From an optimization exercise on the open Yosys and OpenROAD flow, aimed at small area; shortcuts taken in it are not production practice. RTL that was checked went through simulation tests only; none was proved equivalent to the original. Only the layout flow was run in run 1; the RTL was not checked for function there. Power figures rest on the tool's default switching activity, not on a simulated workload.

$ cat flow/design.v
package madd_pkg;
  localparam int WinLen    = 16;
  localparam int WinLog    = $clog2(WinLen);
  localparam int SmpW      = 16;
  localparam int SumW      = SmpW + WinLog;
  localparam int DevW      = SumW + 1;
  localparam int ThrW      = 15;
  localparam int HoldW     = 8;
  localparam int LimW      = ThrW + WinLog;
  localparam int CfgIdxW   = 1;
  localparam int CfgDataW  = 15;
  localparam int EvtW      = 2;
  localparam int OutTdataW = 8;
  localparam logic [ThrW-1:0]  ThrRst  = ThrW'(768);
  localparam logic [HoldW-1:0] HoldRst = HoldW'(30);
  typedef enum logic [CfgIdxW-1:0] {
    CfgThreshold = 1'b0,
    CfgHoldoff   = 1'b1
  } cfg_idx_e;
  typedef enum logic [EvtW-1:0] {
    EvtNone    = 2'd0,
    EvtBump    = 2'd1,
    EvtPothole = 2'd2
  } evt_e;
  typedef struct packed {
    logic                   vld;
    logic signed [SmpW-1:0] data;
  } cell_t;
endpackage
module madd_cell (
  input  logic                        clk_i,
  input  logic                        en_i,
  input  logic [madd_pkg::SmpW-1:0]   d_i,
  output logic [madd_pkg::SmpW-1:0]   q_o
);
  always_ff @(posedge clk_i) begin
    if (en_i) begin
      q_o <= d_i;
    end
  end
endmodule
module madd_eval (
  input  logic [madd_pkg::SmpW-1:0]  smp_i,
  input  logic [madd_pkg::SumW-1:0]  sum_i,
  input  logic [madd_pkg::ThrW-1:0]  thr_i,
  output logic                       hit_pos_o,
  output logic                       hit_neg_o
);
  logic [madd_pkg::SmpW-1:0] x;
  logic [madd_pkg::SumW-1:0] r;
  logic [madd_pkg::ThrW-1:0] t;
  logic [21:0] f_pos, f_neg;
  logic nc1;
  logic nc10;
  logic nc11;
  logic nc12;
  logic nc13;
  logic nc14;
  logic nc15;
  logic nc16;
  logic nc17;
  logic nc18;
  logic nc19;
  logic nc2;
  logic nc3;
  logic nc4;
  logic nc5;
  logic nc6;
  logic nc7;
  logic nc8;
  logic nc9;
  logic ns1;
  logic ns10;
  logic ns11;
  logic ns12;
  logic ns13;
  logic ns14;
  logic ns15;
  logic ns16;
  logic ns17;
  logic ns18;
  logic ns19;
  logic ns2;
  logic ns3;
  logic ns4;
  logic ns5;
  logic ns6;
  logic ns7;
  logic ns8;
  logic ns9;
  logic pc0;
  logic pc1;
  logic pc10;
  logic pc11;
  logic pc12;
  logic pc13;
  logic pc14;
  logic pc15;
  logic pc16;
  logic pc17;
  logic pc18;
  logic pc19;
  logic pc2;
  logic pc3;
  logic pc4;
  logic pc5;
  logic pc6;
  logic pc7;
  logic pc8;
  logic pc9;
  logic ps0;
  logic ps1;
  logic ps10;
  logic ps11;
  logic ps12;
  logic ps13;
  logic ps14;
  logic ps15;
  logic ps16;
  logic ps17;
  logic ps18;
  logic ps19;
  logic ps2;
  logic ps3;
  logic ps4;
  logic ps5;
  logic ps6;
  logic ps7;
  logic ps8;
  logic ps9;
  logic wc0;
  logic wc1;
  logic wc10;
  logic wc11;
  logic wc12;
  logic wc13;
  logic wc14;
  logic wc15;
  logic wc16;
  logic wc17;
  logic wc18;
  logic wc2;
  logic wc3;
  logic wc4;
  logic wc5;
  logic wc6;
  logic wc7;
  logic wc8;
  logic wc9;
  logic ws0;
  logic ws1;
  logic ws10;
  logic ws11;
  logic ws12;
  logic ws13;
  logic ws14;
  logic ws15;
  logic ws16;
  logic ws17;
  logic ws18;
  logic ws2;
  logic ws3;
  logic ws4;
  logic ws5;
  logic ws6;
  logic ws7;
  logic ws8;
  logic ws9;
  assign x = smp_i;
  assign r = sum_i;
  assign t = thr_i;
  assign ws0 = r[0] ^ x[0] ^ 1'b1;
  assign wc0 = (r[0] & x[0]) | (r[0] & 1'b1) | (x[0] & 1'b1);
  assign ws1 = r[1] ^ x[1];
  assign wc1 = r[1] & x[1];
  assign ws2 = r[2] ^ x[2] ^ 1'b1;
  assign wc2 = (r[2] & x[2]) | (r[2] & 1'b1) | (x[2] & 1'b1);
  assign ws3 = r[3] ^ x[3] ^ 1'b1;
  assign wc3 = (r[3] & x[3]) | (r[3] & 1'b1) | (x[3] & 1'b1);
  assign ws4 = r[4] ^ x[4] ^ ~x[0];
  assign wc4 = (r[4] & x[4]) | (r[4] & ~x[0]) | (x[4] & ~x[0]);
  assign ws5 = r[5] ^ x[5] ^ ~x[1];
  assign wc5 = (r[5] & x[5]) | (r[5] & ~x[1]) | (x[5] & ~x[1]);
  assign ws6 = r[6] ^ x[6] ^ ~x[2];
  assign wc6 = (r[6] & x[6]) | (r[6] & ~x[2]) | (x[6] & ~x[2]);
  assign ws7 = r[7] ^ x[7] ^ ~x[3];
  assign wc7 = (r[7] & x[7]) | (r[7] & ~x[3]) | (x[7] & ~x[3]);
  assign ws8 = r[8] ^ x[8] ^ ~x[4];
  assign wc8 = (r[8] & x[8]) | (r[8] & ~x[4]) | (x[8] & ~x[4]);
  assign ws9 = r[9] ^ x[9] ^ ~x[5];
  assign wc9 = (r[9] & x[9]) | (r[9] & ~x[5]) | (x[9] & ~x[5]);
  assign ws10 = r[10] ^ x[10] ^ ~x[6];
  assign wc10 = (r[10] & x[10]) | (r[10] & ~x[6]) | (x[10] & ~x[6]);
  assign ws11 = r[11] ^ x[11] ^ ~x[7];
  assign wc11 = (r[11] & x[11]) | (r[11] & ~x[7]) | (x[11] & ~x[7]);
  assign ws12 = r[12] ^ x[12] ^ ~x[8];
  assign wc12 = (r[12] & x[12]) | (r[12] & ~x[8]) | (x[12] & ~x[8]);
  assign ws13 = r[13] ^ x[13] ^ ~x[9];
  assign wc13 = (r[13] & x[13]) | (r[13] & ~x[9]) | (x[13] & ~x[9]);
  assign ws14 = r[14] ^ x[14] ^ ~x[10];
  assign wc14 = (r[14] & x[14]) | (r[14] & ~x[10]) | (x[14] & ~x[10]);
  assign ws15 = r[15] ^ x[15] ^ ~x[11];
  assign wc15 = (r[15] & x[15]) | (r[15] & ~x[11]) | (x[15] & ~x[11]);
  assign ws16 = r[16] ^ x[15] ^ ~x[12];
  assign wc16 = (r[16] & x[15]) | (r[16] & ~x[12]) | (x[15] & ~x[12]);
  assign ws17 = r[17] ^ x[15] ^ ~x[13];
  assign wc17 = (r[17] & x[15]) | (r[17] & ~x[13]) | (x[15] & ~x[13]);
  assign ws18 = r[18] ^ x[15] ^ ~x[14];
  assign wc18 = (r[18] & x[15]) | (r[18] & ~x[14]) | (x[15] & ~x[14]);
  assign ps0 = ws0 ^ 1'b1;
  assign pc0 = ws0 & 1'b1;
  assign ps1 = wc0 ^ ws1 ^ 1'b1;
  assign pc1 = (wc0 & ws1) | (wc0 & 1'b1) | (ws1 & 1'b1);
  assign ps2 = wc1 ^ ws2;
  assign pc2 = wc1 & ws2;
  assign ps3 = wc2 ^ ws3;
  assign pc3 = wc2 & ws3;
  assign ps4 = wc3 ^ ws4 ^ t[0];
  assign pc4 = (wc3 & ws4) | (wc3 & t[0]) | (ws4 & t[0]);
  assign ps5 = wc4 ^ ws5 ^ t[1];
  assign pc5 = (wc4 & ws5) | (wc4 & t[1]) | (ws5 & t[1]);
  assign ps6 = wc5 ^ ws6 ^ t[2];
  assign pc6 = (wc5 & ws6) | (wc5 & t[2]) | (ws6 & t[2]);
  assign ps7 = wc6 ^ ws7 ^ t[3];
  assign pc7 = (wc6 & ws7) | (wc6 & t[3]) | (ws7 & t[3]);
  assign ps8 = wc7 ^ ws8 ^ t[4];
  assign pc8 = (wc7 & ws8) | (wc7 & t[4]) | (ws8 & t[4]);
  assign ps9 = wc8 ^ ws9 ^ t[5];
  assign pc9 = (wc8 & ws9) | (wc8 & t[5]) | (ws9 & t[5]);
  assign ps10 = wc9 ^ ws10 ^ t[6];
  assign pc10 = (wc9 & ws10) | (wc9 & t[6]) | (ws10 & t[6]);
  assign ps11 = wc10 ^ ws11 ^ t[7];
  assign pc11 = (wc10 & ws11) | (wc10 & t[7]) | (ws11 & t[7]);
  assign ps12 = wc11 ^ ws12 ^ t[8];
  assign pc12 = (wc11 & ws12) | (wc11 & t[8]) | (ws12 & t[8]);
  assign ps13 = wc12 ^ ws13 ^ t[9];
  assign pc13 = (wc12 & ws13) | (wc12 & t[9]) | (ws13 & t[9]);
  assign ps14 = wc13 ^ ws14 ^ t[10];
  assign pc14 = (wc13 & ws14) | (wc13 & t[10]) | (ws14 & t[10]);
  assign ps15 = wc14 ^ ws15 ^ t[11];
  assign pc15 = (wc14 & ws15) | (wc14 & t[11]) | (ws15 & t[11]);
  assign ps16 = wc15 ^ ws16 ^ t[12];
  assign pc16 = (wc15 & ws16) | (wc15 & t[12]) | (ws16 & t[12]);
  assign ps17 = wc16 ^ ws17 ^ t[13];
  assign pc17 = (wc16 & ws17) | (wc16 & t[13]) | (ws17 & t[13]);
  assign ps18 = wc17 ^ ws18 ^ t[14];
  assign pc18 = (wc17 & ws18) | (wc17 & t[14]) | (ws18 & t[14]);
  assign ps19 = wc18 ^ ~r[19];
  assign pc19 = wc18 & ~r[19];
  assign f_pos = {1'b1, pc19, pc18, pc17, pc16, pc15, pc14, pc13, pc12, pc11, pc10, pc9, pc8, pc7, pc6, pc5, pc4, pc3, pc2, pc1, pc0, ps0}
                 + {1'b0, 1'b1, ps19, ps18, ps17, ps16, ps15, ps14, ps13, ps12, ps11, ps10, ps9, ps8, ps7, ps6, ps5, ps4, ps3, ps2, ps1, 1'b0};
  assign ns1 = ~wc0 ^ ~ws1;
  assign nc1 = ~wc0 & ~ws1;
  assign ns2 = ~wc1 ^ ~ws2;
  assign nc2 = ~wc1 & ~ws2;
  assign ns3 = ~wc2 ^ ~ws3;
  assign nc3 = ~wc2 & ~ws3;
  assign ns4 = ~wc3 ^ ~ws4 ^ t[0];
  assign nc4 = (~wc3 & ~ws4) | (~wc3 & t[0]) | (~ws4 & t[0]);
  assign ns5 = ~wc4 ^ ~ws5 ^ t[1];
  assign nc5 = (~wc4 & ~ws5) | (~wc4 & t[1]) | (~ws5 & t[1]);
  assign ns6 = ~wc5 ^ ~ws6 ^ t[2];
  assign nc6 = (~wc5 & ~ws6) | (~wc5 & t[2]) | (~ws6 & t[2]);
  assign ns7 = ~wc6 ^ ~ws7 ^ t[3];
  assign nc7 = (~wc6 & ~ws7) | (~wc6 & t[3]) | (~ws7 & t[3]);
  assign ns8 = ~wc7 ^ ~ws8 ^ t[4];
  assign nc8 = (~wc7 & ~ws8) | (~wc7 & t[4]) | (~ws8 & t[4]);
  assign ns9 = ~wc8 ^ ~ws9 ^ t[5];
  assign nc9 = (~wc8 & ~ws9) | (~wc8 & t[5]) | (~ws9 & t[5]);
  assign ns10 = ~wc9 ^ ~ws10 ^ t[6];
  assign nc10 = (~wc9 & ~ws10) | (~wc9 & t[6]) | (~ws10 & t[6]);
  assign ns11 = ~wc10 ^ ~ws11 ^ t[7];
  assign nc11 = (~wc10 & ~ws11) | (~wc10 & t[7]) | (~ws11 & t[7]);
  assign ns12 = ~wc11 ^ ~ws12 ^ t[8];
  assign nc12 = (~wc11 & ~ws12) | (~wc11 & t[8]) | (~ws12 & t[8]);
  assign ns13 = ~wc12 ^ ~ws13 ^ t[9];
  assign nc13 = (~wc12 & ~ws13) | (~wc12 & t[9]) | (~ws13 & t[9]);
  assign ns14 = ~wc13 ^ ~ws14 ^ t[10];
  assign nc14 = (~wc13 & ~ws14) | (~wc13 & t[10]) | (~ws14 & t[10]);
  assign ns15 = ~wc14 ^ ~ws15 ^ t[11];
  assign nc15 = (~wc14 & ~ws15) | (~wc14 & t[11]) | (~ws15 & t[11]);
  assign ns16 = ~wc15 ^ ~ws16 ^ t[12];
  assign nc16 = (~wc15 & ~ws16) | (~wc15 & t[12]) | (~ws16 & t[12]);
  assign ns17 = ~wc16 ^ ~ws17 ^ t[13];
  assign nc17 = (~wc16 & ~ws17) | (~wc16 & t[13]) | (~ws17 & t[13]);
  assign ns18 = ~wc17 ^ ~ws18 ^ t[14];
  assign nc18 = (~wc17 & ~ws18) | (~wc17 & t[14]) | (~ws18 & t[14]);
  assign ns19 = ~wc18 ^ ~~r[19];
  assign nc19 = ~wc18 & ~~r[19];
  assign f_neg = {1'b1, nc19, nc18, nc17, nc16, nc15, nc14, nc13, nc12, nc11, nc10, nc9, nc8, nc7, nc6, nc5, nc4, nc3, nc2, nc1, ns1, ~ws0}
                 + {1'b0, 1'b1, ns19, ns18, ns17, ns16, ns15, ns14, ns13, ns12, ns11, ns10, ns9, ns8, ns7, ns6, ns5, ns4, ns3, ns2, 1'b0, 1'b0};
  assign hit_pos_o = f_pos[21];
  assign hit_neg_o = f_neg[21];
endmodule
module madd_upd (
  input  logic [madd_pkg::SumW-1:0]  sum_i,
  input  logic [madd_pkg::SmpW-1:0]  add_i,
  input  logic [madd_pkg::SmpW-1:0]  subn_i,
  output logic [madd_pkg::SumW-1:0]  sum_o
);
  logic [madd_pkg::SumW-1:0] r, s, c, p, g;
  logic [madd_pkg::SmpW-1:0] a, bn;
  logic kg0;
  logic kg1;
  logic kg10;
  logic kg11;
  logic kg12;
  logic kg13;
  logic kg14;
  logic kg15;
  logic kg16;
  logic kg17;
  logic kg18;
  logic kg19;
  logic kg2;
  logic kg20;
  logic kg21;
  logic kg22;
  logic kg23;
  logic kg24;
  logic kg25;
  logic kg26;
  logic kg27;
  logic kg28;
  logic kg29;
  logic kg3;
  logic kg30;
  logic kg31;
  logic kg32;
  logic kg4;
  logic kg5;
  logic kg6;
  logic kg7;
  logic kg8;
  logic kg9;
  logic kp0;
  logic kp1;
  logic kp10;
  logic kp11;
  logic kp12;
  logic kp13;
  logic kp14;
  logic kp15;
  logic kp16;
  logic kp17;
  logic kp18;
  logic kp19;
  logic kp2;
  logic kp20;
  logic kp21;
  logic kp22;
  logic kp23;
  logic kp24;
  logic kp25;
  logic kp26;
  logic kp27;
  logic kp28;
  logic kp29;
  logic kp3;
  logic kp30;
  logic kp31;
  logic kp32;
  logic kp4;
  logic kp5;
  logic kp6;
  logic kp7;
  logic kp8;
  logic kp9;
  assign r  = sum_i;
  assign a  = add_i;
  assign bn = subn_i;
  assign s[0] = (r[0] ^ a[0] ^ bn[0]);
  assign c[0] = 1'b1;
  assign s[1] = (r[1] ^ a[1] ^ bn[1]);
  assign c[1] = ((r[0] & a[0]) | (r[0] & bn[0]) | (a[0] & bn[0]));
  assign s[2] = (r[2] ^ a[2] ^ bn[2]);
  assign c[2] = ((r[1] & a[1]) | (r[1] & bn[1]) | (a[1] & bn[1]));
  assign s[3] = (r[3] ^ a[3] ^ bn[3]);
  assign c[3] = ((r[2] & a[2]) | (r[2] & bn[2]) | (a[2] & bn[2]));
  assign s[4] = (r[4] ^ a[4] ^ bn[4]);
  assign c[4] = ((r[3] & a[3]) | (r[3] & bn[3]) | (a[3] & bn[3]));
  assign s[5] = (r[5] ^ a[5] ^ bn[5]);
  assign c[5] = ((r[4] & a[4]) | (r[4] & bn[4]) | (a[4] & bn[4]));
  assign s[6] = (r[6] ^ a[6] ^ bn[6]);
  assign c[6] = ((r[5] & a[5]) | (r[5] & bn[5]) | (a[5] & bn[5]));
  assign s[7] = (r[7] ^ a[7] ^ bn[7]);
  assign c[7] = ((r[6] & a[6]) | (r[6] & bn[6]) | (a[6] & bn[6]));
  assign s[8] = (r[8] ^ a[8] ^ bn[8]);
  assign c[8] = ((r[7] & a[7]) | (r[7] & bn[7]) | (a[7] & bn[7]));
  assign s[9] = (r[9] ^ a[9] ^ bn[9]);
  assign c[9] = ((r[8] & a[8]) | (r[8] & bn[8]) | (a[8] & bn[8]));
  assign s[10] = (r[10] ^ a[10] ^ bn[10]);
  assign c[10] = ((r[9] & a[9]) | (r[9] & bn[9]) | (a[9] & bn[9]));
  assign s[11] = (r[11] ^ a[11] ^ bn[11]);
  assign c[11] = ((r[10] & a[10]) | (r[10] & bn[10]) | (a[10] & bn[10]));
  assign s[12] = (r[12] ^ a[12] ^ bn[12]);
  assign c[12] = ((r[11] & a[11]) | (r[11] & bn[11]) | (a[11] & bn[11]));
  assign s[13] = (r[13] ^ a[13] ^ bn[13]);
  assign c[13] = ((r[12] & a[12]) | (r[12] & bn[12]) | (a[12] & bn[12]));
  assign s[14] = (r[14] ^ a[14] ^ bn[14]);
  assign c[14] = ((r[13] & a[13]) | (r[13] & bn[13]) | (a[13] & bn[13]));
  assign s[15] = (r[15] ^ a[15] ^ bn[15]);
  assign c[15] = ((r[14] & a[14]) | (r[14] & bn[14]) | (a[14] & bn[14]));
  assign s[16] = (r[16] ^ a[15] ^ bn[15]);
  assign c[16] = ((r[15] & a[15]) | (r[15] & bn[15]) | (a[15] & bn[15]));
  assign s[17] = (r[17] ^ a[15] ^ bn[15]);
  assign c[17] = ((r[16] & a[15]) | (r[16] & bn[15]) | (a[15] & bn[15]));
  assign s[18] = (r[18] ^ a[15] ^ bn[15]);
  assign c[18] = ((r[17] & a[15]) | (r[17] & bn[15]) | (a[15] & bn[15]));
  assign s[19] = (r[19] ^ a[15] ^ bn[15]);
  assign c[19] = ((r[18] & a[15]) | (r[18] & bn[15]) | (a[15] & bn[15]));
  assign p = s ^ c;
  assign g = s & c;
  assign kg0 = g[1] | (p[1] & g[0]);
  assign kp0 = p[1] & p[0];
  assign kg1 = g[3] | (p[3] & g[2]);
  assign kp1 = p[3] & p[2];
  assign kg2 = g[5] | (p[5] & g[4]);
  assign kp2 = p[5] & p[4];
  assign kg3 = g[7] | (p[7] & g[6]);
  assign kp3 = p[7] & p[6];
  assign kg4 = g[9] | (p[9] & g[8]);
  assign kp4 = p[9] & p[8];
  assign kg5 = g[11] | (p[11] & g[10]);
  assign kp5 = p[11] & p[10];
  assign kg6 = g[13] | (p[13] & g[12]);
  assign kp6 = p[13] & p[12];
  assign kg7 = g[15] | (p[15] & g[14]);
  assign kp7 = p[15] & p[14];
  assign kg8 = g[17] | (p[17] & g[16]);
  assign kp8 = p[17] & p[16];
  assign kg9 = g[19] | (p[19] & g[18]);
  assign kp9 = p[19] & p[18];
  assign kg10 = kg1 | (kp1 & kg0);
  assign kp10 = kp1 & kp0;
  assign kg11 = kg3 | (kp3 & kg2);
  assign kp11 = kp3 & kp2;
  assign kg12 = kg5 | (kp5 & kg4);
  assign kp12 = kp5 & kp4;
  assign kg13 = kg7 | (kp7 & kg6);
  assign kp13 = kp7 & kp6;
  assign kg14 = kg9 | (kp9 & kg8);
  assign kp14 = kp9 & kp8;
  assign kg15 = kg11 | (kp11 & kg10);
  assign kp15 = kp11 & kp10;
  assign kg16 = kg13 | (kp13 & kg12);
  assign kp16 = kp13 & kp12;
  assign kg17 = kg16 | (kp16 & kg15);
  assign kp17 = kp16 & kp15;
  assign kg18 = kg12 | (kp12 & kg15);
  assign kp18 = kp12 & kp15;
  assign kg19 = kg14 | (kp14 & kg17);
  assign kp19 = kp14 & kp17;
  assign kg20 = kg2 | (kp2 & kg10);
  assign kp20 = kp2 & kp10;
  assign kg21 = kg4 | (kp4 & kg15);
  assign kp21 = kp4 & kp15;
  assign kg22 = kg6 | (kp6 & kg18);
  assign kp22 = kp6 & kp18;
  assign kg23 = kg8 | (kp8 & kg17);
  assign kp23 = kp8 & kp17;
  assign kg24 = g[2] | (p[2] & kg0);
  assign kp24 = p[2] & kp0;
  assign kg25 = g[4] | (p[4] & kg10);
  assign kp25 = p[4] & kp10;
  assign kg26 = g[6] | (p[6] & kg20);
  assign kp26 = p[6] & kp20;
  assign kg27 = g[8] | (p[8] & kg15);
  assign kp27 = p[8] & kp15;
  assign kg28 = g[10] | (p[10] & kg21);
  assign kp28 = p[10] & kp21;
  assign kg29 = g[12] | (p[12] & kg18);
  assign kp29 = p[12] & kp18;
  assign kg30 = g[14] | (p[14] & kg22);
  assign kp30 = p[14] & kp22;
  assign kg31 = g[16] | (p[16] & kg17);
  assign kp31 = p[16] & kp17;
  assign kg32 = g[18] | (p[18] & kg23);
  assign kp32 = p[18] & kp23;
  assign sum_o = p ^ {kg32, kg23, kg31, kg17, kg30, kg22, kg29, kg18, kg28, kg21, kg27, kg15, kg26, kg20, kg25, kg10, kg24, kg0, g[0], 1'b0};
endmodule
module moving_average_deviation_detector_unit (
  input  logic                               clk_i,
  input  logic                               rst_ni,
  input  logic                               cfg_we_i,
  input  logic [madd_pkg::CfgIdxW-1:0]       cfg_idx_i,
  input  logic [madd_pkg::CfgDataW-1:0]      cfg_wdata_i,
  input  logic                               s_axis_tvalid,
  output logic                               s_axis_tready,
  input  logic [madd_pkg::SmpW-1:0]          s_axis_tdata,   
  output logic                               m_axis_tvalid,
  input  logic                               m_axis_tready,
  output logic [madd_pkg::OutTdataW-1:0]     m_axis_tdata    
);
  localparam int WinLen = madd_pkg::WinLen;
  localparam int SumW   = madd_pkg::SumW;
  localparam int SmpW   = madd_pkg::SmpW;
  localparam int HoldW  = madd_pkg::HoldW;
  logic [madd_pkg::ThrW-1:0] thr_q;
  logic [HoldW-1:0]          hold_len_q;
  always_ff @(posedge clk_i or negedge rst_ni) begin
    if (!rst_ni) begin
      thr_q      <= madd_pkg::ThrRst;
      hold_len_q <= madd_pkg::HoldRst;
    end else if (cfg_we_i) begin
      if (cfg_idx_i == madd_pkg::CfgHoldoff) begin
        hold_len_q <= cfg_wdata_i[HoldW-1:0];
      end else begin
        thr_q <= cfg_wdata_i[madd_pkg::ThrW-1:0];
      end
    end
  end
  logic ovld_q;
  logic accept;
  assign s_axis_tready = !ovld_q || m_axis_tready;
  assign accept        = s_axis_tvalid && s_axis_tready;
  logic [SmpW-1:0] win [WinLen];
  assign win[0] = s_axis_tdata;
  for (genvar k = 0; k < WinLen - 1; k++) begin : g_cell
    madd_cell u_cell (
      .clk_i (clk_i),
      .en_i  (accept),
      .d_i   (win[k]),
      .q_o   (win[k+1])
    );
  end
  logic            fill_q;
  logic [SumW-1:0] sum_q, sum_d;
  logic [SmpW-1:0] smp_in, smp_out_n;
  assign smp_in    = {SmpW{accept}} & s_axis_tdata;
  assign smp_out_n = {SmpW{!(accept && fill_q)}} | ~win[WinLen-1];
  madd_upd u_upd (
    .sum_i  (sum_q),
    .add_i  (smp_in),
    .subn_i (smp_out_n),
    .sum_o  (sum_d)
  );
  always_ff @(posedge clk_i or negedge rst_ni) begin
    if (!rst_ni) begin
      sum_q <= '0;
    end else begin
      sum_q <= sum_d;
    end
  end
  logic hit_pos, hit_neg;
  madd_eval u_eval (
    .smp_i     (s_axis_tdata),
    .sum_i     (sum_q),
    .thr_i     (thr_q),
    .hit_pos_o (hit_pos),
    .hit_neg_o (hit_neg)
  );
  logic [HoldW-1:0] hold_q, hold_cur;
  logic             hold_dirty_q, evt_pos_q, evt_neg_q, blank;
  assign hold_cur = (hold_dirty_q && (evt_pos_q || evt_neg_q)) ? hold_len_q : hold_q;
  assign blank    = hold_cur != '0;
  always_ff @(posedge clk_i or negedge rst_ni) begin
    if (!rst_ni) begin
      hold_q       <= HoldW'(WinLen - 1);
      hold_dirty_q <= 1'b0;
      fill_q       <= 1'b0;
      ovld_q       <= 1'b0;
    end else begin
      hold_q       <= hold_cur;
      hold_dirty_q <= accept;
      if (accept) begin
        if (blank) begin
          hold_q <= hold_cur - 1'b1;
        end
        if (hold_cur == HoldW'(1)) begin
          fill_q <= 1'b1;
        end
      end
      ovld_q <= accept || (ovld_q && !m_axis_tready);
    end
  end
  always_ff @(posedge clk_i) begin
    if (accept) begin
      evt_pos_q <= hit_pos && !blank;
      evt_neg_q <= hit_neg && !blank;
    end
  end
  assign m_axis_tvalid = ovld_q;
  assign m_axis_tdata  = madd_pkg::OutTdataW'({evt_neg_q, evt_pos_q});
endmodule
$ cat flow/flow/run.sh
#!/bin/bash
# Own layout flow: the standard flow (standard.sh) with the standard
# synthesis unchanged, and these changes to the later steps:
#  - every port gets a buf_1 as its port buffer;
#  - clock tree synthesis uses clkbuf_8, clusters of up to 16 registers within
#    80 um, and inserts no dummy loads.
# Each step's full output goes to a log file of its own in this folder.
set -euo pipefail
bash standard.sh synth > synth.log 2>&1
export BUFFER_PORTS_ARGS="-buffer_cell sky130_fd_sc_hd__buf_1"
export CTS_ARGS="-sink_clustering_enable -repair_clock_nets -dont_use_dummy_load -buf_list sky130_fd_sc_hd__clkbuf_8 -sink_clustering_size 16 -sink_clustering_max_diameter 80"
bash standard.sh floorplan > floorplan.log 2>&1
bash standard.sh place > place.log 2>&1
bash standard.sh cts > cts.log 2>&1
bash standard.sh route > route.log 2>&1
bash standard.sh finish > finish.log 2>&1
$ cat flow/standard.sh
#!/bin/bash
# synth_recipe.tcl (not shown) runs the flow's synth.tcl, then flattens the netlist and writes it again
# the make line also repeats each setting of config.mk as NAME=value (left out here)
make -C /OpenROAD-flow-scripts/flow DESIGN_CONFIG=/design/flow/config.mk WORK_HOME=/design/flow/orfs CLKGATE_MAP_FILE= SYNTH_SCRIPT=/design/flow/synth_recipe.tcl "${@:-finish}"
$ cat flow/config.mk
export PLATFORM = sky130hd
export DESIGN_NAME = moving_average_deviation_detector_unit
export DESIGN_NICKNAME = moving_average_deviation_detector_unit
export VERILOG_FILES = /design/flow/design.v
export SDC_FILE = /design/flow/constraint.sdc
export NUM_CORES = 4
export LEC_CHECK = 0
export CAP_MARGIN = 20
export CORE_MARGIN = 2
export CORE_UTILIZATION = 60
export CTS_BUF_LIST = sky130_fd_sc_hd__clkbuf_8
export CTS_CLUSTER_SIZE = 30
export GPL_TIMING_DRIVEN = 0
export SLEW_MARGIN = 20
$ cat flow/constraint.sdc
create_clock -name core_clock -period 4.5 [get_ports {clk_i}]
set_input_delay 0.9000 -clock core_clock [delete_from_list [all_inputs] [get_ports {clk_i}]]
set_output_delay 0.9000 -clock core_clock [all_outputs]
set_load 0.01 [all_outputs]
==> results by group, run 1 <==
Synth
  • Sequential fraction of the synthesis area: 66.7%
  • Synth Instances: around 780
  • Flop and latch count out of synthesis: a little under 300
  • Synth warn: 4
  • Synth Area per Inst: around 17 um2
  • Share of the synthesized area in the top cell type: between 50% and 60%
  • Area leader, netlist: edfxtp_1
  • Primary FF master, synth: edfxtp_1
  • Cell variety after synth: between 50 and 60
  • Area of the mapped netlist: 0.0129 mm2
  • Post-synth EDFFs: 242
  • Synth area leaders: edfxtp_1 56%, fa_1 12%, dfrtp_1 8.5%, ha_1 6.2%, inv_1 3.5%
  • Fraction of registers with async set or reset after synthesis: 18.2%

Routing
  • Met1 Wirelength: 9.47 mm
  • Met3 wire length: ~1.1 mm
  • Wire length per cell: between 15 and 20 um
  • Final ANT Viol Nets: 0
  • First DRT Iteration DRCs: 372
  • Final WL: between 20 and 25 mm
  • Metal2 WL: between 9 and 10 mm
  • Uppermost routed layer: met4
  • Vias: around 6,000
  • Via-per-instance ratio: 5.32
  • Remaining DRCs: 0
  • First-pass DRT Iterations: 4

Floorplanning
  • Core Area: approximately 0.021 mm2
  • Starting Density: between 60% and 70%
  • Row count: between 50 and 60
  • Die ar.: about 0.023 mm2
  • DIE HEIGHT: around 150 um
  • Io pins: 47
  • Die Width: ~150 um

Final layout
  • Share of cells above drive strength 1: roughly 9.6%
  • # diodes: 0
  • Leading cell type in the layout, fill and taps excluded: edfxtp_1
  • Area Growth Syn to Fin: 7.40%
  • Nets: 1,033
  • Total area of sequential cells: approximately 0.0086 mm2
  • Commonest non-fill, non-tap cells in the layout: 242 x edfxtp_1, 120 x inv_1, 74 x fa_1
  • Fill cells: 1,461
  • Area occupied by multi-input gates: 0.00384 mm2

Clocking
  • Worst-case clock buffer depth: 3
  • H-tree Lvls: 1
  • Num CTS Buffers: 22
  • CTS Hold Bufs: 0
  • Post-CTS Setup Bufs: 0
  • CTS clk-pin slew, worst paths: approximately 0.11 ns
  • Root Driver: clkbuf_8
  • Clk sinks: a little under 300
  • Worst skew pair latency: ~0.54 ns
  • CTS tree: done

Global routing
  • Pin count of the biggest net entering global routing: 127
  • Gr usage total: 19.4%
  • Initial antenna violation count: 0
  • First-pass GRT wire length: 33.6 mm
  • Remaining Overflow, GRT: 0
  • Vias in the first global route: approximately 6,400

STA
  • Fin worst setup slack: approximately 0.12 ns
  • Final hold violation count: 0
  • Worst-Margin Slew: about 0.92 ns
  • RSZ-0062 raised after global routing: no
  • Worst clock skew: between 0.02 and 0.03 ns
  • Rel. slew slack: between 30 and 40%
  • Final setup viols: 0
  • Post-layout minimum cycle time: around 4.4 ns
  • Pins Over Slew Limit: 0
  • Crit share post-route: between 90 and 100%
  • Maximum clock frequency: between 0.2 and 0.25 GHz

Setup path
  • Worst R2R End: sum_q[19]$_DFF_PN0_
  • Worst R2R Start: fill_q$_DFFE_PN0P_
  • CP dominant cell by count: xnor2_1
  • R2R depth: 15
  • Crit path max-delay cell type: fa_1
  • CP Launch Type: primary input
  • CP endpoint kind: register
  • Critical path buffers and inverters: 4
  • Crit Path Class: in2reg
  • Req. time, crit path: between 4 and 5 ns
  • Critical path's top delay family: adder cells
  • Critical-path cell list: buf_1 > nand2_4 > inv_4 > clkbuf_4 > nand2_1 > fa_1 > inv_1 > ha_1 > a21o_1 > a221o_1 > a31oi_1 > nand2_1 > a31o_1 > fa_2 > xor2_1 > xnor2_1 > xnor2_1 > xnor2_1
  • Max incr delay on CP: 0.52 ns
  • WP data arrival: ~4.8 ns
  • CP Max Fanout: 10
  • Reg2Reg Setup Slack: approximately 0.18 ns

Min path
  • Hold WC Path Type: in2async

Power
  • Lkg Pwr: between 5 and 6 nW
  • Pwr dens: 566 mW/mm2
  • VDD IR max: ~0.43 mV
  • PnR Total Power: 7.87 mW

Placement
  • Placer Congestion: 0.812
  • Hpwl dp: 14.2 mm
  • Port bufs: 40
  • Dpl ws: -1.03 ns

Run status
  • Status: timing/DRC/antenna clean

Job
  • Max cap viols: 0
==> layer usage <==
metal,track usage [%],vias up
li1,-,2824
met1,28.5,3041
met2,31.5,117
met3,3.19,29
met4,4.02,0
met5,0,-
==> Yosys cell counts, types with 4 or more instances <==
library cell  number
mux2_2            14
mux2_1            10
ha_1              64
edfxtp_1         242
nand3_1            7
mux2i_1            9
dfstp_2           10
fa_1              76
and3_1            16
a211oi_1           4
buf_4              9
dfrtp_1           44
o21ai_0            5
xnor2_1           11
xor2_1             8
nand2_1           28
a21oi_1           17
nand4_1            4
nor2_1            22
inv_1            120
a21o_1             7
clkbuf_1           5
==> what timing repair did <==
action	CTS	global route
resized for setup	1	4
gates cloned	2	1
hold endpoints to repair	0	0
endpoints found under the setup margin	3	1
==> sequential cells by signal, summed over array words and instances, names as in the netlist <==
register           flops
evt_pos_q              1
ovld_q                 1
fill_q                 1
g_cell.u_cell.q_o    240
hold_q                 8
sum_q                 20
evt_neg_q              1
hold_len_q             8
thr_q                 15
hold_dirty_q           1
==> per-stage QoR <==
stage	instance area [um2]	hold slack (ns)	instances	util, %	TNS [ns]
final	13900	0.378	1129	65.9	0
after global routing	13900	0.392	1129	65.9	0
after CTS	13900	0.352	1128	65.9	0
after detailed placement	13600	0.405	1104	64.3	-6.33
after global placement	13500	0.400	1103	64.2	-4.79
after floorplan	13000	0.400	788	-	-0.0841
==> cells by family after synthesis <==
kind of cell / share of synthesized area (%)
AO/OA/AOI/OAI: 3.31
other: 0.0290
AND/OR/NAND/NOR: 3.77
flip-flops: 66.7
adder cells (fa/ha/maj): 17.9
multiplexers: 2.78
buffers and inverters: 4.21
XOR/XNOR: 1.29
==> worst max-delay path by stage <==
stage,from,end,slack [ns],depth (start not counted)
2_1_floorplan,m_axis_tready,sum_q[19]$_DFF_PN0_,-0.08,18
3_3_place_gp,s_axis_tvalid,sum_q[19]$_DFF_PN0_,-0.83,18
3_5_place_dp,s_axis_tvalid,sum_q[19]$_DFF_PN0_,-1.03,18
4_1_cts,s_axis_tvalid,sum_q[19]$_DFF_PN0_,0.09,18
5_1_grt,s_axis_tvalid,sum_q[19]$_DFF_PN0_,0.03,18
6_report,s_axis_tvalid,sum_q[19]$_DFF_PN0_,0.12,18
==> area by class of cell <==
| cell class | instances | area share (%) |
|---|---|---|
| buffer | 15 | 0.846 |
| multi-input combinational | 356 | 27.6 |
| inverter | 121 | 3.28 |
| timing repair buffer | 44 | 1.51 |
| clock buffer | 22 | 2.18 |
| sequential | 296 | 62.1 |
| tap | 275 | 2.47 |
==> power breakdown <==
part	total (mW)	switching, mW	internal (mW)	leakage [nW]
Sequential	3.49	0.163	3.33	2.93
Clock	1.20	0.759	0.440	0.158
Combinational	3.18	1.79	1.40	2.47
Total	7.87	2.71	5.16	5.55
==> run 2, diff against run 1 <==
--- a/flow/design.v
+++ b/flow/design.v
@@ -297,3 +297,3 @@
   input  logic [madd_pkg::SmpW-1:0]  add_i,
-  input  logic [madd_pkg::SmpW-1:0]  subn_i,
+  input  logic [madd_pkg::SmpW-1:0]  sub_i,
   output logic [madd_pkg::SumW-1:0]  sum_o
@@ -301,3 +301,3 @@
   logic [madd_pkg::SumW-1:0] r, s, c, p, g;
-  logic [madd_pkg::SmpW-1:0] a, bn;
+  logic [madd_pkg::SmpW-1:0] a, b;
   logic kg0;
@@ -368,45 +368,45 @@
   logic kp9;
-  assign r  = sum_i;
-  assign a  = add_i;
-  assign bn = subn_i;
-  assign s[0] = (r[0] ^ a[0] ^ bn[0]);
+  assign r = sum_i;
+  assign a = add_i;
+  assign b = sub_i;
+  assign s[0] = (r[0] ^ a[0] ^ ~b[0]);
   assign c[0] = 1'b1;
-  assign s[1] = (r[1] ^ a[1] ^ bn[1]);
-  assign c[1] = ((r[0] & a[0]) | (r[0] & bn[0]) | (a[0] & bn[0]));
-  assign s[2] = (r[2] ^ a[2] ^ bn[2]);
-  assign c[2] = ((r[1] & a[1]) | (r[1] & bn[1]) | (a[1] & bn[1]));
-  assign s[3] = (r[3] ^ a[3] ^ bn[3]);
-  assign c[3] = ((r[2] & a[2]) | (r[2] & bn[2]) | (a[2] & bn[2]));
-  assign s[4] = (r[4] ^ a[4] ^ bn[4]);
-  assign c[4] = ((r[3] & a[3]) | (r[3] & bn[3]) | (a[3] & bn[3]));
-  assign s[5] = (r[5] ^ a[5] ^ bn[5]);
-  assign c[5] = ((r[4] & a[4]) | (r[4] & bn[4]) | (a[4] & bn[4]));
-  assign s[6] = (r[6] ^ a[6] ^ bn[6]);
-  assign c[6] = ((r[5] & a[5]) | (r[5] & bn[5]) | (a[5] & bn[5]));
-  assign s[7] = (r[7] ^ a[7] ^ bn[7]);
-  assign c[7] = ((r[6] & a[6]) | (r[6] & bn[6]) | (a[6] & bn[6]));
-  assign s[8] = (r[8] ^ a[8] ^ bn[8]);
-  assign c[8] = ((r[7] & a[7]) | (r[7] & bn[7]) | (a[7] & bn[7]));
-  assign s[9] = (r[9] ^ a[9] ^ bn[9]);
-  assign c[9] = ((r[8] & a[8]) | (r[8] & bn[8]) | (a[8] & bn[8]));
-  assign s[10] = (r[10] ^ a[10] ^ bn[10]);
-  assign c[10] = ((r[9] & a[9]) | (r[9] & bn[9]) | (a[9] & bn[9]));
-  assign s[11] = (r[11] ^ a[11] ^ bn[11]);
-  assign c[11] = ((r[10] & a[10]) | (r[10] & bn[10]) | (a[10] & bn[10]));
-  assign s[12] = (r[12] ^ a[12] ^ bn[12]);
-  assign c[12] = ((r[11] & a[11]) | (r[11] & bn[11]) | (a[11] & bn[11]));
-  assign s[13] = (r[13] ^ a[13] ^ bn[13]);
-  assign c[13] = ((r[12] & a[12]) | (r[12] & bn[12]) | (a[12] & bn[12]));
-  assign s[14] = (r[14] ^ a[14] ^ bn[14]);
-  assign c[14] = ((r[13] & a[13]) | (r[13] & bn[13]) | (a[13] & bn[13]));
-  assign s[15] = (r[15] ^ a[15] ^ bn[15]);
-  assign c[15] = ((r[14] & a[14]) | (r[14] & bn[14]) | (a[14] & bn[14]));
-  assign s[16] = (r[16] ^ a[15] ^ bn[15]);
-  assign c[16] = ((r[15] & a[15]) | (r[15] & bn[15]) | (a[15] & bn[15]));
-  assign s[17] = (r[17] ^ a[15] ^ bn[15]);
-  assign c[17] = ((r[16] & a[15]) | (r[16] & bn[15]) | (a[15] & bn[15]));
-  assign s[18] = (r[18] ^ a[15] ^ bn[15]);
-  assign c[18] = ((r[17] & a[15]) | (r[17] & bn[15]) | (a[15] & bn[15]));
-  assign s[19] = (r[19] ^ a[15] ^ bn[15]);
-  assign c[19] = ((r[18] & a[15]) | (r[18] & bn[15]) | (a[15] & bn[15]));
+  assign s[1] = (r[1] ^ a[1] ^ ~b[1]);
+  assign c[1] = ((r[0] & a[0]) | (r[0] & ~b[0]) | (a[0] & ~b[0]));
+  assign s[2] = (r[2] ^ a[2] ^ ~b[2]);
+  assign c[2] = ((r[1] & a[1]) | (r[1] & ~b[1]) | (a[1] & ~b[1]));
+  assign s[3] = (r[3] ^ a[3] ^ ~b[3]);
+  assign c[3] = ((r[2] & a[2]) | (r[2] & ~b[2]) | (a[2] & ~b[2]));
+  assign s[4] = (r[4] ^ a[4] ^ ~b[4]);
+  assign c[4] = ((r[3] & a[3]) | (r[3] & ~b[3]) | (a[3] & ~b[3]));
+  assign s[5] = (r[5] ^ a[5] ^ ~b[5]);
+  assign c[5] = ((r[4] & a[4]) | (r[4] & ~b[4]) | (a[4] & ~b[4]));
+  assign s[6] = (r[6] ^ a[6] ^ ~b[6]);
+  assign c[6] = ((r[5] & a[5]) | (r[5] & ~b[5]) | (a[5] & ~b[5]));
+  assign s[7] = (r[7] ^ a[7] ^ ~b[7]);
+  assign c[7] = ((r[6] & a[6]) | (r[6] & ~b[6]) | (a[6] & ~b[6]));
+  assign s[8] = (r[8] ^ a[8] ^ ~b[8]);
+  assign c[8] = ((r[7] & a[7]) | (r[7] & ~b[7]) | (a[7] & ~b[7]));
+  assign s[9] = (r[9] ^ a[9] ^ ~b[9]);
+  assign c[9] = ((r[8] & a[8]) | (r[8] & ~b[8]) | (a[8] & ~b[8]));
+  assign s[10] = (r[10] ^ a[10] ^ ~b[10]);
+  assign c[10] = ((r[9] & a[9]) | (r[9] & ~b[9]) | (a[9] & ~b[9]));
+  assign s[11] = (r[11] ^ a[11] ^ ~b[11]);
+  assign c[11] = ((r[10] & a[10]) | (r[10] & ~b[10]) | (a[10] & ~b[10]));
+  assign s[12] = (r[12] ^ a[12] ^ ~b[12]);
+  assign c[12] = ((r[11] & a[11]) | (r[11] & ~b[11]) | (a[11] & ~b[11]));
+  assign s[13] = (r[13] ^ a[13] ^ ~b[13]);
+  assign c[13] = ((r[12] & a[12]) | (r[12] & ~b[12]) | (a[12] & ~b[12]));
+  assign s[14] = (r[14] ^ a[14] ^ ~b[14]);
+  assign c[14] = ((r[13] & a[13]) | (r[13] & ~b[13]) | (a[13] & ~b[13]));
+  assign s[15] = (r[15] ^ ~a[15] ^ b[15]);
+  assign c[15] = ((r[14] & a[14]) | (r[14] & ~b[14]) | (a[14] & ~b[14]));
+  assign s[16] = ~r[16];
+  assign c[16] = ((r[15] & ~a[15]) | (r[15] & b[15]) | (~a[15] & b[15]));
+  assign s[17] = ~r[17];
+  assign c[17] = r[16];
+  assign s[18] = ~r[18];
+  assign c[18] = r[17];
+  assign s[19] = ~r[19];
+  assign c[19] = r[18];
   assign p = s ^ c;
@@ -528,10 +528,10 @@
   logic [SumW-1:0] sum_q, sum_d;
-  logic [SmpW-1:0] smp_in, smp_out_n;
-  assign smp_in    = {SmpW{accept}} & s_axis_tdata;
-  assign smp_out_n = {SmpW{!(accept && fill_q)}} | ~win[WinLen-1];
+  logic [SmpW-1:0] smp_in, smp_out;
+  assign smp_in  = accept ? s_axis_tdata : '0;
+  assign smp_out = (accept && fill_q) ? win[WinLen-1] : '0;
   madd_upd u_upd (
-    .sum_i  (sum_q),
-    .add_i  (smp_in),
-    .subn_i (smp_out_n),
-    .sum_o  (sum_d)
+    .sum_i (sum_q),
+    .add_i (smp_in),
+    .sub_i (smp_out),
+    .sum_o (sum_d)
   );
--- a/flow/flow/run.sh
+++ b/flow/flow/run.sh
@@ -11,3 +11,3 @@
 export CTS_ARGS="-sink_clustering_enable -repair_clock_nets -dont_use_dummy_load -buf_list sky130_fd_sc_hd__clkbuf_8 -sink_clustering_size 16 -sink_clustering_max_diameter 80"
-bash standard.sh floorplan > floorplan.log 2>&1
+REMOVE_ABC_BUFFERS=1 SKIP_REPAIR_TIE_FANOUT=1 bash standard.sh floorplan > floorplan.log 2>&1
 bash standard.sh place > place.log 2>&1
==> run 2 against run 1 <==
Still clean on timing, DRC and antenna. First-iteration DRC count down 7.3%. Critical path depth down 1. Die area down 0.38%. Routed wire length down 0.48%. Combinational power about the same. Power down 0.13%. Count of clock-buffer cells in the layout unchanged. Clock skew up 0.0076 ns. Largest cell class unchanged.
==> results by group, run 2 <==
Synth
  • Fraction of registers with async set or reset after synthesis: ~18%
  • Count leader, synth: edfxtp_1
  • Synth warn: 4
  • Sequential fraction of the synthesis area: between 60% and 70%
  • Commonest cells post-synth: 242 x edfxtp_1, 115 x inv_1, 73 x fa_1, 64 x ha_1, 44 x dfrtp_1
  • Flop and latch count out of synthesis: just under 300
  • Area of the mapped netlist: 0.0129 mm2
  • Synth area leaders: edfxtp_1 56%, fa_1 11%, dfrtp_1 8.5%, ha_1 6.2%, inv_1 3.3%
  • Synth Area per Inst: around 17 um2
  • Post-synth EDFFs: about 240
  • Area leader, netlist: edfxtp_1
  • Primary FF master, synth: edfxtp_1
  • Cell variety after synth: 57
  • Synth Instances: between 700 and 800
  • Share of the synthesized area in the top cell type: 56.4%

Setup path
  • Critical-path cell list: buf_1 > nor2b_4 > inv_4 > and2_4 > buf_16 > buf_16 > and3_1 > fa_1 > inv_1 > ha_1 > a21oi_1 > o21ai_0 > a41oi_1 > o21ai_2 > o31ai_1 > fa_1 > inv_1
  • Crit path max-delay cell type: fa_1
  • CP Max Fanout: 34
  • Max incr delay on CP: roughly 0.48 ns
  • WP data arrival: between 4 and 5 ns
  • Critical path buffers and inverters: 6
  • CP endpoint kind: register
  • CP Launch Type: primary input
  • Critical path's top delay family: adder cells
  • Req. time, crit path: approximately 5 ns
  • Crit Path Class: in2reg

Floorplanning
  • Die Width: ~150 um
  • DIE HEIGHT: around 150 um
  • Starting Density: 61.1%
  • Die ar.: roughly 0.023 mm2
  • Row count: 53
  • Core Area: between 0.02 and 0.025 mm2
  • Io pins: between 40 and 50

STA
  • RSZ-0062 raised after global routing: no
  • Crit share post-route: between 90% and 100%
  • Final hold violation count: 0
  • Maximum clock frequency: around 0.24 GHz
  • Worst-Margin Slew: roughly 1.0 ns
  • Rel. slew slack: approximately a third
  • Post-layout minimum cycle time: 4.21 ns
  • Pins Over Slew Limit: 0
  • Worst clock skew: 0.0340 ns
  • Final setup viols: 0

Routing
  • Final ANT Viol Nets: 0
  • Final WL: 20.7 mm
  • Remaining DRCs: 0
  • First-pass DRT Iterations: 4
  • Vias: ~6,000
  • Via-per-instance ratio: 5.44
  • Wire length per cell: ~19 um
  • First DRT Iteration DRCs: 345

Final layout
  • # diodes: 0
  • Design Area, Final: around 0.014 mm2
  • Largest register FFs: 240
  • Reg with most FFs: g_cell.u_cell.q_o
  • Leading cell type in the layout, fill and taps excluded: edfxtp_1
  • Top Registers: g_cell.u_cell.q_o x240, sum_q x20, thr_q x15
  • Commonest non-fill, non-tap cells in the layout: 242 x edfxtp_1, 115 x inv_1, 73 x fa_1
  • Share of cells above drive strength 1: a little over a tenth
  • Total area of sequential cells: between 0.008 and 0.009 mm2
  • Fill cells: about 1,500
  • Final Core Density: between 60% and 70%
  • Nets: ~1,000
  • Area Growth Syn to Fin: 7.30%
  • Area occupied by multi-input gates: between 0.003 and 0.004 mm2
  • Non-filler instance count after layout: roughly 1,100

Placement
  • Placed Area: roughly 0.013 mm2
  • Port bufs: 40
  • Hpwl dp: 14.1 mm
  • Placed cells: roughly 1,100
  • Placer Congestion: around 0.85

Clocking
  • Num CTS Buffers: 22
  • H-tree Lvls: 1
  • Root Driver: clkbuf_8
  • CTS Hold Bufs: 0
  • Worst-case clock buffer depth: 3
  • Clk sinks: 296
  • CTS tree: done
  • CTS clk-pin slew, worst paths: ~0.10 ns
  • Worst skew pair latency: 0.55 ns

Global routing
  • Pin count of the biggest net entering global routing: 64
  • Remaining Overflow, GRT: 0
  • Vias in the first global route: 6,430
  • Initial antenna violation count: 0
  • Gr usage total: around 19%
  • First-pass GRT wire length: 33.6 mm

Run status
  • Status: timing/DRC/antenna clean

Job
  • Max cap viols: 0

Power
  • Lkg Pwr: around 5.4 nW
  • Pwr dens: between 500 and 600 mW/mm2
  • VDD IR max: 0.343 mV

Min path
  • Hold WC Path Type: in2async
## run 2: cell families (layout without fill, tap and decap cells)
kind of cell / Yosys count / after routing / synth area share [%]
compound gates: 60 / 60 / 3.23
xor+xnor: 20 / 20 / 1.36
fa+ha+maj: 137 / 137 / 17.5
buf+inv: 133 / 190 / 4.21
flops: 296 / 296 / 66.9
mux: 29 / 29 / 2.47
other cells: 1 / 1 / 0.0291
simple gates: 99 / 101 / 4.22
## run 2: worst reg2reg max path, stage by stage (launching register included)
cell	delay (ns)
dfrtp_1	0.36
nor2b_4	0.23
inv_4	0.12
and2_4	0.24
buf_16	0.19
buf_16	0.21
and3_1	0.26
fa_1	0.49
inv_1	0.04
ha_1	0.33
a21oi_1	0.20
o21ai_0	0.16
a41oi_1	0.28
o21ai_2	0.13
o31ai_1	0.28
fa_1	0.46
inv_1	0.08
## run 2: power by group
part	switching, mW	leakage (nW)	internal, mW	total (mW)
sequential	0.177	2.93	3.32	3.50
combinational	1.79	2.34	1.38	3.17
clock	0.751	0.158	0.440	1.19
total	2.72	5.42	5.14	7.86
## run 2: cell type report
class | instances | share of cell area, %
repair buffers | 52 | 2.68
flip-flops and latches | 296 | 62.4
multi-input cells | 348 | 27.1
well taps | 275 | 2.49
inverters | 116 | 3.17
clock buffers | 22 | 2.19
## run 2: repair_timing
action	4_1_cts	5_1_grt
buffers inserted	0	5
gates cloned	3	1
resized for setup	2	3
pin swaps	1	1
endpoints found under the setup margin	5	2
endpoints found under the hold margin	0	0
## run 2: path summary, 6_finish.rpt
path                                                          start                             endpoint  slack (ns)  cells past startpoint
worst max-delay path                                  m_axis_tready                  sum_q[18]$_DFF_PN0_        0.29                     17
worst min-delay path                                         rst_ni                  sum_q[13]$_DFF_PN0_        0.36                      1
worst max register to register                     ovld_q$_DFF_PN0_                  sum_q[18]$_DFF_PN0_        0.37                     16
worst min register to register  g_cell[11].u_cell.q_o[14]$_DFFE_PN_  g_cell[12].u_cell.q_o[14]$_DFFE_PN_        0.42                      0
max in group asynchronous                                    rst_ni                  hold_q[1]$_DFF_PN1_        3.46                      2
min in group core_clock         g_cell[11].u_cell.q_o[14]$_DFFE_PN_  g_cell[12].u_cell.q_o[14]$_DFFE_PN_        0.42                      0
## run 2: metal layers
metal / vias up / part of all wire (%) / track usage [%]
met5: - / 0 / 0
met4: 0 / 2.3 / 5.05
met3: 40 / 3.3 / 2.64
met2: 97 / 48 / 30.8
met1: 3094 / 47 / 28.9
li1: 2801 / - / -
## run 2: stage by stage
step	hold WS [ns]	power, mW	worst slack [ns]	TNS, ns
2_1_floorplan	0.400	5.89	-5.78	-921.64
3_3_place_gp	0.401	6.50	-8.54	-1490.93
3_5_place_dp	0.405	6.68	-0.955	-5.73
4_1_cts	0.332	7.92	0.0562	0
5_1_grt	0.371	8.55	0.0367	0
6_report	0.355	7.86	0.294	0
==> run 3, diff against run 2 <==
--- a/flow/flow/run.sh
+++ b/flow/flow/run.sh
@@ -11,3 +11,3 @@
 export CTS_ARGS="-sink_clustering_enable -repair_clock_nets -dont_use_dummy_load -buf_list sky130_fd_sc_hd__clkbuf_8 -sink_clustering_size 16 -sink_clustering_max_diameter 80"
-REMOVE_ABC_BUFFERS=1 SKIP_REPAIR_TIE_FANOUT=1 bash standard.sh floorplan > floorplan.log 2>&1
+bash standard.sh floorplan > floorplan.log 2>&1
 bash standard.sh place > place.log 2>&1
==> run 3 against run 2 <==
Largest power group unchanged. Routed wire length grew 0.21%. Power shrank 0.12%. Setup slack improved by 0.0064 ns. First-iteration DRC count rose by 9.9%. Critical path depth did not move.
==> results by group, run 3 <==
Global routing
  • Pin count of the biggest net entering global routing: 127
  • Initial antenna violation count: 0
  • First-pass GRT wire length: between 30 and 40 mm
  • Gr usage total: between 15 and 20%
  • Vias in the first global route: 6,362
  • Remaining Overflow, GRT: 0

Routing
  • Remaining DRCs: 0
  • First DRT Iteration DRCs: between 300 and 400
  • Met1 Wirelength: between 9 and 10 mm
  • Vias: a little over 6,000
  • Final WL: just over 20 mm
  • Met3 wire length: between 700 and 800 um
  • Via-per-instance ratio: about 5.4
  • Wire length per cell: roughly 19 um
  • Uppermost routed layer: met4
  • Metal2 WL: between 10 and 15 mm
  • Final ANT Viol Nets: 0
  • First-pass DRT Iterations: 5

Synth
  • Cell variety after synth: 57
  • Primary FF master, synth: edfxtp_1
  • Area of the mapped netlist: 0.0129 mm2
  • Synth Area per Inst: 16.6 um2
  • Area leader, netlist: edfxtp_1
  • Sequential fraction of the synthesis area: 66.9%
  • Commonest cells post-synth: 242 x edfxtp_1, 115 x inv_1, 73 x fa_1, 64 x ha_1, 44 x dfrtp_1
  • Fraction of registers with async set or reset after synthesis: 18.2%
  • Synth warn: 4
  • Share of the synthesized area in the top cell type: between 50% and 60%
  • Flop and latch count out of synthesis: slightly below 300
  • Post-synth EDFFs: between 200 and 250
  • Count leader, synth: edfxtp_1
  • Synth area leaders: edfxtp_1 56%, fa_1 11%, dfrtp_1 8.5%, ha_1 6.2%, inv_1 3.3%
  • Synth Instances: a little under 800

Clocking
  • Worst skew pair latency: 0.55 ns
  • Clk sinks: between 200 and 300
  • Worst-case clock buffer depth: 3
  • Root Driver: clkbuf_8
  • CTS Hold Bufs: 0
  • CTS tree: done
  • CTS clk-pin slew, worst paths: about 0.10 ns
  • Num CTS Buffers: 22
  • Post-CTS Setup Bufs: 0
  • H-tree Lvls: 1

Power
  • Pwr dens: roughly 570 mW/mm2
  • Lkg Pwr: between 5 and 6 nW
  • VDD IR max: ~0.32 mV

STA
  • RSZ-0062 raised after global routing: no
  • Pins Over Slew Limit: 0
  • Worst hold slack: approximately 0.34 ns
  • Worst clock skew: a little over 0.03 ns
  • Final hold violation count: 0
  • Setup TNS: 0 ns
  • Final setup viols: 0
  • Worst-Margin Slew: ~0.94 ns
  • Rel. slew slack: a little under two fifths
  • Crit share post-route: between 90 and 100%
  • Maximum clock frequency: ~0.24 GHz
  • Post-layout minimum cycle time: about 4.2 ns

Final layout
  • Fill cells: ~1,500
  • Largest register FFs: between 200 and 250
  • Share of cells above drive strength 1: between 10% and 20%
  • Total area of sequential cells: between 0.008 and 0.009 mm2
  • Leading cell type in the layout, fill and taps excluded: edfxtp_1
  • Nets: approximately 1,000
  • Top Registers: g_cell.u_cell.q_o x240, sum_q x20, thr_q x15
  • Area Growth Syn to Fin: 7.18%
  • Reg with most FFs: g_cell.u_cell.q_o
  • # diodes: 0
  • Commonest non-fill, non-tap cells in the layout: 242 x edfxtp_1, 115 x inv_1, 72 x fa_1
  • Area occupied by multi-input gates: 0.00377 mm2
  • Final Core Density: around two thirds

Setup path
  • Worst R2R End: sum_q[19]$_DFF_PN0_
  • Worst R2R Start: ovld_q$_DFF_PN0_
  • CP Max Fanout: 11
  • CP endpoint kind: register
  • Reg2Reg Setup Slack: 0.36 ns
  • WP data arrival: about 4.7 ns
  • R2R depth: 16
  • CP Launch Type: primary input
  • Crit Path Class: in2reg
  • Req. time, crit path: 4.96 ns

Min path
  • Hold WC Path Type: in2async

Floorplanning
  • Die ar.: ~0.023 mm2
  • DIE HEIGHT: between 150 and 200 um
  • Io pins: 47
  • Die Width: about 150 um
  • Row count: 53
  • Core Area: approximately 0.021 mm2
  • Starting Density: 61.1%

Placement
  • Placer Congestion: just under 0.9
  • Port bufs: 40
  • Hpwl dp: ~14 mm

Run status
  • Status: timing/DRC/antenna clean

Job
  • Max cap viols: 0
-- run 3: cell types whose count changed in the layout (fill, tap and decap cells not counted), sizes merged --
| cell | before | now |
|---|---|---|
| clkbuf | 23 | 27 |
| conb | 1 | 6 |
| bufbuf | 1 | 0 |
| and2 | 6 | 4 |
| buf | 50 | 55 |
-- run 3: timing repair --
action / CTS / global route
setup endpoints to repair: 9 / 2
pin swaps: 0 / 3
gates cloned: 2 / 1
resized for setup: 1 / 8
-- run 3: where the power goes --
| part | internal, mW | total, mW | switching (mW) | leakage (nW) |
|---|---|---|---|---|
| Combinational | 1.36 | 3.15 | 1.79 | 2.35 |
| Sequential | 3.33 | 3.50 | 0.170 | 2.93 |
| Clock | 0.439 | 1.21 | 0.766 | 0.158 |
-- run 3: routing by layer --
| layer | track usage [%] | vias to the layer above |
|---|---|---|
| met1 | 28.3 | 3102 |
| met2 | 31.4 | 106 |
| met4 | 5.00 | 0 |
| met3 | 2.61 | 34 |
| li1 | - | 2817 |
| met5 | 0 | - |
-- run 3: worst max-delay path, cell delays in order --
cell      delay [ns]
buf_1           0.10
nor2b_4         0.18
inv_2           0.11
and2_4          0.24
buf_4           0.21
and3_1          0.20
fa_1            0.54
inv_1           0.06
ha_1            0.31
a211oi_2        0.09
o211ai_1        0.31
nand4_1         0.23
o21ai_2         0.30
o31ai_1         0.13
fa_1            0.38
xnor2_1         0.20
xnor2_1         0.14
-- run 3: kinds of logic after synthesis --
group	Yosys count	share of synthesized area, %
flip-flops	296	66.9
other	1	0.0291
adder cells (fa/ha/maj)	137	17.5
XOR/XNOR	20	1.36
AO/OA/AOI/OAI	60	3.23
buffers and inverters	133	4.21
AND/OR/NAND/NOR	99	4.22
multiplexers	29	2.47
-- run 3: how the worst max path moves through the flow --
stage / start / endpoint / slack, ns
finish: m_axis_tready / sum_q[19]$_DFF_PN0_ / 0.30
global route: m_axis_tready / sum_q[19]$_DFF_PN0_ / 0.08
CTS: m_axis_tready / sum_q[19]$_DFF_PN0_ / 0.05
detailed placement: m_axis_tready / sum_q[19]$_DFF_PN0_ / -1.06
global placement: s_axis_tvalid / sum_q[19]$_DFF_PN0_ / -0.93
floorplan: m_axis_tready / sum_q[18]$_DFF_PN0_ / 0.0007
-- run 3: area by class of cell --
| class | count | area share, % |
|---|---|---|
| Tap cell | 275 | 2.49 |
| Timing Repair Buffer | 44 | 1.52 |
| Multi-Input combinational cell | 351 | 27.3 |
| Sequential cell | 296 | 62.4 |
| Inverter | 116 | 3.15 |
| Buffer | 16 | 0.932 |
| Clock buffer | 22 | 2.19 |
-- run 3: per-stage QoR --
stage	instance area (um2)	setup slack (ns)	power, mW	instances
finish	13800	0.301	7.85	1120
global route	13800	0.0841	8.54	1120
CTS	13800	0.0496	7.95	1120
detailed placement	13500	-1.06	6.70	1096
global placement	13500	-0.931	6.49	1095
floorplan	13000	0.000725	5.89	780

==> port drivers added, routing unchanged <==
In the flow no input, the clock included, has a driving cell. The finished layouts below were timed again as built, in two steps.
Step 1, drivers: a clkbuf_16 drives clk_i and a buf_2 each remaining input, both assumed.
Step 2 moves the port delays by t, midway between the first and last clock arrival at a register: inputs arrive t later, outputs are due t later. That takes back most of the time a late clock gives input paths.
Slacks: ideal ports / drivers / drivers and shift; pairs: ideal ports / drivers.
run | t, ns | setup WS [ns] | slew at the worst register clock pin (ns) | pins driven straight from the clock port
run 1 | 0.567 | 0.125 / 0.144 / -0.423 | 0.11 / 0.11 | 1
run 2 | 0.570 | 0.294 / 0.311 / -0.259 | 0.10 / 0.10 | 1
run 3 | 0.577 | 0.301 / 0.321 / -0.256 | 0.11 / 0.11 | 1
With both steps, setup timing fails in every run listed, where it was met with ideal ports. The setup slack of run 3, which loses most, moves by +0.020 ns with the drivers and by -0.557 ns with both steps.
